From an optimization exercise on the open Yosys and OpenROAD flow, aimed at small area, a short achievable clock period and few clock cycles; shortcuts taken in it are not production practice. Only simulation tests tie the RTL to the original design; equivalence was not proved.

==> run a <==
==> flow/design.v <==
package ml_pkg;
  localparam int unsigned DefWidth    = 32;
  localparam int unsigned DefFracBits = 16;
  localparam int unsigned SatW        = 128;
  typedef enum logic [1:0] {StIdle, StRun, StDone} fsm_state_e;
  function automatic logic signed [SatW-1:0] sat_to_width(input logic signed [SatW-1:0] v,
                                                          input int unsigned w);
    logic signed [SatW-1:0] one;
    logic signed [SatW-1:0] hi;
    logic signed [SatW-1:0] lo;
    one = SatW'(1);
    hi  = (one <<< (w - 1)) - one;
    lo  = -(one <<< (w - 1));
    if (v > hi) begin
      sat_to_width = hi;
    end else if (v < lo) begin
      sat_to_width = lo;
    end else begin
      sat_to_width = v;
    end
  endfunction
endpackage
module mac_unit (
  input  logic signed [17:0] a_i,
  input  logic signed [18:0] b_i,
  output logic signed [36:0] p_o
);
  assign p_o = 37'(a_i) * 37'(b_i);
endmodule
module fc_layer_seq #(
  parameter int unsigned WIDTH      = ml_pkg::DefWidth,
  parameter int unsigned FRAC_BITS  = ml_pkg::DefFracBits,
  parameter int unsigned IN_LENGTH  = 16,
  parameter int unsigned OUT_LENGTH = 16
) (
  input  logic                                   clk,
  input  logic                                   rst_n,
  input  logic                                   in_valid,
  output logic                                   in_ready,
  input  logic [IN_LENGTH*WIDTH-1:0]             inputs,
  input  logic [OUT_LENGTH*WIDTH-1:0]            biases,
  input  logic                                   relu_en,
  output logic                                   w_rd_en,
  output logic [$clog2(OUT_LENGTH*IN_LENGTH)-1:0] w_addr,
  input  logic [WIDTH-1:0]                       w_data,
  output logic                                   out_valid,
  input  logic                                   out_ready,
  output logic [OUT_LENGTH*WIDTH-1:0]            outputs,
  output logic                                   busy
);
  localparam int unsigned W    = 32;
  localparam int unsigned N    = 16;
  localparam int unsigned AccW = 68;
  logic            idle_q;      
  logic            done_q;      
  logic            start_q;     
  logic            slow_q;      
  logic            relu_q;
  logic [N*W-1:0]  x_q;
  logic [N-1:0]    nz_q;        
  logic [N-1:0]    xsm_q;       
  logic [N*W-1:0]  out_q;       
  logic [3:0]      fcnt_q;      
  logic accept;
  assign accept = idle_q & in_valid;
  logic [N-1:0] nzm;
  assign nzm = nz_q | {{(N-1){1'b0}}, (nz_q == '0)};
  logic [7:0]   addr_q;         
  logic [1:0]   c_q;            
  logic [N-1:0] pm_q;           
  logic         iss_q;          
  logic         rd_en_q;
  logic         d_live_q, d_last_q;
  logic [3:0]   d_i_q, d_o_q;
  logic [1:0]   d_c_q;
  logic         m_valid_q, m_last_q;
  logic [3:0]   m_o_q;
  logic [1:0]   m_c_q;
  logic signed [17:0] m_w_q;
  logic signed [18:0] m_x_q;
  logic         m_wbig_q;
  logic         a_valid_q, a_last_q;
  logic [1:0]   a_sh_q;
  logic signed [36:0] a_p_q;
  logic signed [AccW-1:0] acc_q;
  logic         init_q;         
  logic [N-1:0] pm_c;
  logic         adv_i;
  logic         last_c;
  logic         restart;
  logic [3:0]   restart_o;
  logic [N-1:0] pm_low, nzm_low;
  logic [3:0]   pm_low_idx, nzm_low_idx;
  function automatic logic [3:0] enc16(input logic [N-1:0] oh);
    logic [3:0] r;
    r = '0;
    for (int k = 0; k < N; k++) begin
      if (oh[k]) r = r | 4'(k);
    end
    enc16 = r;
  endfunction
  always_comb begin
    pm_c        = start_q ? (nzm & ~16'h0003) : pm_q;
    adv_i       = !slow_q || (c_q == 2'd3);
    last_c      = (pm_c == '0) && adv_i;
    pm_low      = pm_c & (~pm_c + 16'd1);
    nzm_low     = nzm & (~nzm + 16'd1);
    pm_low_idx  = enc16(pm_low);
    nzm_low_idx = enc16(nzm_low);
  end
  assign restart   = (start_q && (xsm_q != '1)) || (m_valid_q && !slow_q && m_wbig_q);
  assign restart_o = start_q ? 4'd0 : m_o_q;
  always_ff @(posedge clk or negedge rst_n) begin
    if (!rst_n) begin
      idle_q    <= 1'b1;
      done_q    <= 1'b0;
      start_q   <= 1'b0;
      slow_q    <= 1'b0;
      iss_q     <= 1'b0;
      rd_en_q   <= 1'b0;
      addr_q    <= '0;
      d_live_q  <= 1'b0;
      d_last_q  <= 1'b0;
      m_valid_q <= 1'b0;
      m_last_q  <= 1'b0;
      a_valid_q <= 1'b0;
      a_last_q  <= 1'b0;
      init_q    <= 1'b1;
      fcnt_q    <= '0;
    end else begin
      start_q <= accept;
      if (idle_q) begin
        if (in_valid) idle_q <= 1'b0;
      end else if (done_q) begin
        if (out_ready) begin
          done_q <= 1'b0;
          idle_q <= 1'b1;
        end
      end else if (a_last_q && fcnt_q == 4'd15) begin
        done_q <= 1'b1;
      end
      d_live_q <= 1'b0;
      d_last_q <= 1'b0;
      if (idle_q) begin
        slow_q  <= 1'b0;
        rd_en_q <= 1'b1;
        addr_q  <= accept ? 8'd1 : 8'd0;
        iss_q   <= accept;
        d_live_q <= accept;
      end else if (restart) begin
        slow_q  <= 1'b1;
        iss_q   <= 1'b1;
        rd_en_q <= 1'b1;
        addr_q  <= {restart_o, nzm_low_idx};
      end else begin
        d_live_q <= iss_q;
        d_last_q <= iss_q && last_c;
        if (iss_q && adv_i) begin
          if (pm_c != '0) begin
            addr_q[3:0] <= pm_low_idx;
          end else if (addr_q[7:4] != 4'd15) begin
            addr_q <= {addr_q[7:4] + 4'd1, nzm_low_idx};
          end else begin
            iss_q  <= 1'b0;
            addr_q <= '0;
          end
        end
      end
      m_valid_q <= d_live_q && nzm[d_i_q] && !restart;
      m_last_q  <= d_last_q && !restart;
      a_valid_q <= m_valid_q && !restart;
      a_last_q  <= m_last_q && !restart;
      if (accept || restart) begin
        init_q <= 1'b1;
      end else if (a_valid_q || a_last_q) begin
        init_q <= a_last_q;
      end
      if (accept) begin
        fcnt_q <= '0;
      end else if (a_last_q) begin
        fcnt_q <= fcnt_q + 4'd1;
      end
    end
  end
  logic [W-1:0]       x_sel;
  logic signed [17:0] w_op;
  logic signed [18:0] x_op;
  logic signed [36:0] prod;
  logic signed [AccW-1:0] p_ext, base, acc_d;
  logic [W-1:0]       fin;
  logic               in_range;
  always_comb begin
    x_sel = x_q[d_i_q*W +: W];
    if (!slow_q) begin
      w_op = w_data[17:0];
      x_op = x_sel[18:0];
    end else begin
      w_op = d_c_q[1] ? {{2{w_data[31]}}, w_data[31:16]} : {2'b00, w_data[15:0]};
      x_op = d_c_q[0] ? {{3{x_sel[31]}}, x_sel[31:16]} : {3'b000, x_sel[15:0]};
    end
  end
  mac_unit u_mul (
    .a_i (m_w_q),
    .b_i (m_x_q),
    .p_o (prod)
  );
  always_comb begin
    p_ext = AccW'(a_p_q);
    case (a_sh_q)
      2'd1:    p_ext = p_ext <<< 16;
      2'd2:    p_ext = p_ext <<< 32;
      default: p_ext = p_ext;
    endcase
    base  = init_q ? AccW'($signed({out_q[W-1:0], 16'h0000})) : acc_q;
    acc_d = base + (a_valid_q ? p_ext : '0);
    in_range = (acc_d[AccW-1:47] == '0) || (acc_d[AccW-1:47] == '1);
    if (relu_q && acc_d[AccW-1]) begin
      fin = '0;
    end else if (in_range) begin
      fin = acc_d[47:16];
    end else begin
      fin = acc_d[AccW-1] ? 32'h8000_0000 : 32'h7FFF_FFFF;
    end
  end
  always_ff @(posedge clk) begin
    if (idle_q) begin
      x_q    <= inputs;
      out_q  <= biases;
      relu_q <= relu_en;
      for (int k = 0; k < N; k++) begin
        nz_q[k]  <= (inputs[k*W +: W] != '0);
        xsm_q[k] <= (inputs[k*W+18 +: 14] == '0) || (inputs[k*W+18 +: 14] == '1);
      end
    end else if (a_last_q) begin
      out_q <= {fin, out_q[N*W-1:W]};
    end
    if (idle_q || restart) begin
      c_q <= '0;
    end else if (iss_q) begin
      c_q <= adv_i ? 2'd0 : c_q + 2'd1;
    end
    if (restart) begin
      pm_q <= nzm & ~nzm_low;
    end else if (iss_q && adv_i) begin
      pm_q <= (pm_c != '0) ? (pm_c & ~pm_low) : (nzm & ~nzm_low);
    end
    if (idle_q) begin
      d_i_q <= '0;
      d_o_q <= '0;
      d_c_q <= '0;
    end else begin
      d_i_q <= addr_q[3:0];
      d_o_q <= addr_q[7:4];
      d_c_q <= c_q;
    end
    m_w_q    <= w_op;
    m_x_q    <= x_op;
    m_wbig_q <= !((w_data[31:17] == '0) || (w_data[31:17] == '1));
    m_o_q    <= d_o_q;
    m_c_q    <= d_c_q;
    a_p_q  <= prod;
    a_sh_q <= {1'b0, m_c_q[1]} + {1'b0, m_c_q[0]};
    if (a_valid_q || a_last_q) begin
      acc_q <= acc_d;
    end
  end
  assign in_ready  = idle_q;
  assign busy      = !idle_q;
  assign out_valid = done_q;
  assign w_rd_en   = rd_en_q;
  assign w_addr    = addr_q;
  assign outputs   = out_q;
endmodule
==> flow/run.sh <==
#!/bin/bash
# synth_recipe.tcl (not shown) runs the flow's synth.tcl, then flattens the netlist and writes it again
# the make line also repeats each setting of config.mk as NAME=value (left out here)
make -C /OpenROAD-flow-scripts/flow DESIGN_CONFIG=/design/flow/config.mk WORK_HOME=/design/flow/orfs CLKGATE_MAP_FILE= SYNTH_SCRIPT=/design/flow/synth_recipe.tcl finish
==> flow/config.mk <==
export PLATFORM = sky130hd
export DESIGN_NAME = fc_layer_seq
export DESIGN_NICKNAME = fc_layer_seq
export VERILOG_FILES = /design/flow/design.v
export SDC_FILE = /design/flow/constraint.sdc
export NUM_CORES = 4
export LEC_CHECK = 0
export CAP_MARGIN = 20
export CORE_MARGIN = 2
export CORE_UTILIZATION = 40
export SLEW_MARGIN = 20
==> flow/constraint.sdc <==
create_clock -name core_clock -period 13.0 [get_ports {clk}]
set_input_delay 2.6000 -clock core_clock [delete_from_list [all_inputs] [get_ports {clk}]]
set_output_delay 2.6000 -clock core_clock [all_outputs]
set_load 0.01 [all_outputs]
==> inputs of run b, as changes to run a <==
--- a/flow/config.mk
+++ b/flow/config.mk
@@ -6,6 +6,6 @@
 export NUM_CORES = 4
 export LEC_CHECK = 0
 export CAP_MARGIN = 20
-export CORE_MARGIN = 2
-export CORE_UTILIZATION = 40
+export CORE_AREA = 10 10 550 550
+export DIE_AREA = 0 0 560 560
 export SLEW_MARGIN = 20
==> summary.md <==
| Metric | Value |
|---|---|
| Status | timing/DRC/antenna clean |
| Crit path time final | between 7 and 8 ns |
| Count of multi-input gates | approximately 3000 |
| Root Driver | clkbuf_16 |
| Total die area | 314000 sq um |
| Min-delay worst type | reg2reg |
| Worst path buffer plus inverter count | 4 |
| Multi-input gate share of total cell area | around a third |
| Crit end category | flop |
| Die Y | approximately 560 um |
| Initial core utilization | 23.8% |
| Core Rows | between 150 and 200 |
| Die width | 560 um |
| Worst Reg-to-Reg Cells | 26 |
That was run b.
==> summary.md <==
| Metric | Value |
|---|---|
| Status | aborted with a tool error |
| Stopped at | 3_2_place_iop |
| Stop Error | [ERROR PPL-0024] Number of IO pins (1585) exceeds maximum number of available positions (1520). Increase the die perimeter from 1680.74um to 2155.60um. |
| Synth top area cells | edfxtp_1 (49%), fa_1 (10%), mux2_2 (8.8%) |
| Synth Instances | 5012 |
| Count leader, synth | edfxtp_1 |
| Ys Warns | 1 |
| Post-Synth Simple-Gate Area | about 9.1% |
| Synth top cells by count | edfxtp_1 (1140), mux2_2 (541), inv_1 (478) |
| Synth Area in XOR/XNOR | 1.25% |
| Die width | 420 um |
| Initial core utilization | 40.3% |
| Die Y | roughly 420 um |
| Core Rows | approximately 150 |
| Yosys cell types | 98 |
| Async S/R FF share, synth | 1.98% |
| Main synth FF type | edfxtp_1 |
| Mapped cell area | approximately 69000 sq um |
| Post-Synth Adder-Cell Area | 13.0% |
That was run a.
Testbench counts of run a, summed over its fixed seeds: cycles 12,039.
Testbench counts of run b, summed over its fixed seeds: cycles 12,039.

==> static timing again, ports no longer ideal <==
How much do the figures lean on ideal ports? The routed layout below was timed once more, with nothing changed but the port constraints.
Step 1: set_driving_cell puts a clkbuf_16 on clk and a buf_2 on each other input, an assumption about the parent block.
Step 2 times the ports against the registers' clock, not the clock port: input delays grow and output delays shrink by t, the midpoint of the rising clock arrivals with the driver on.
a / b / c = ideal ports / drivers / drivers and shift; a / b = the first two.
run: run b
shift t [ns]: 0.944
setup WS [ns]: 5.595 / 5.595 / 5.595
worst hold slack (ns): 0.324 / 0.324 / 0.324
worst setup path at the end: register to register
pins driven straight from the clock port: 1
After both steps run b still meets setup and hold. For run b, drivers alone change the setup slack by 0.000 ns; drivers and shift together by 0.000 ns.
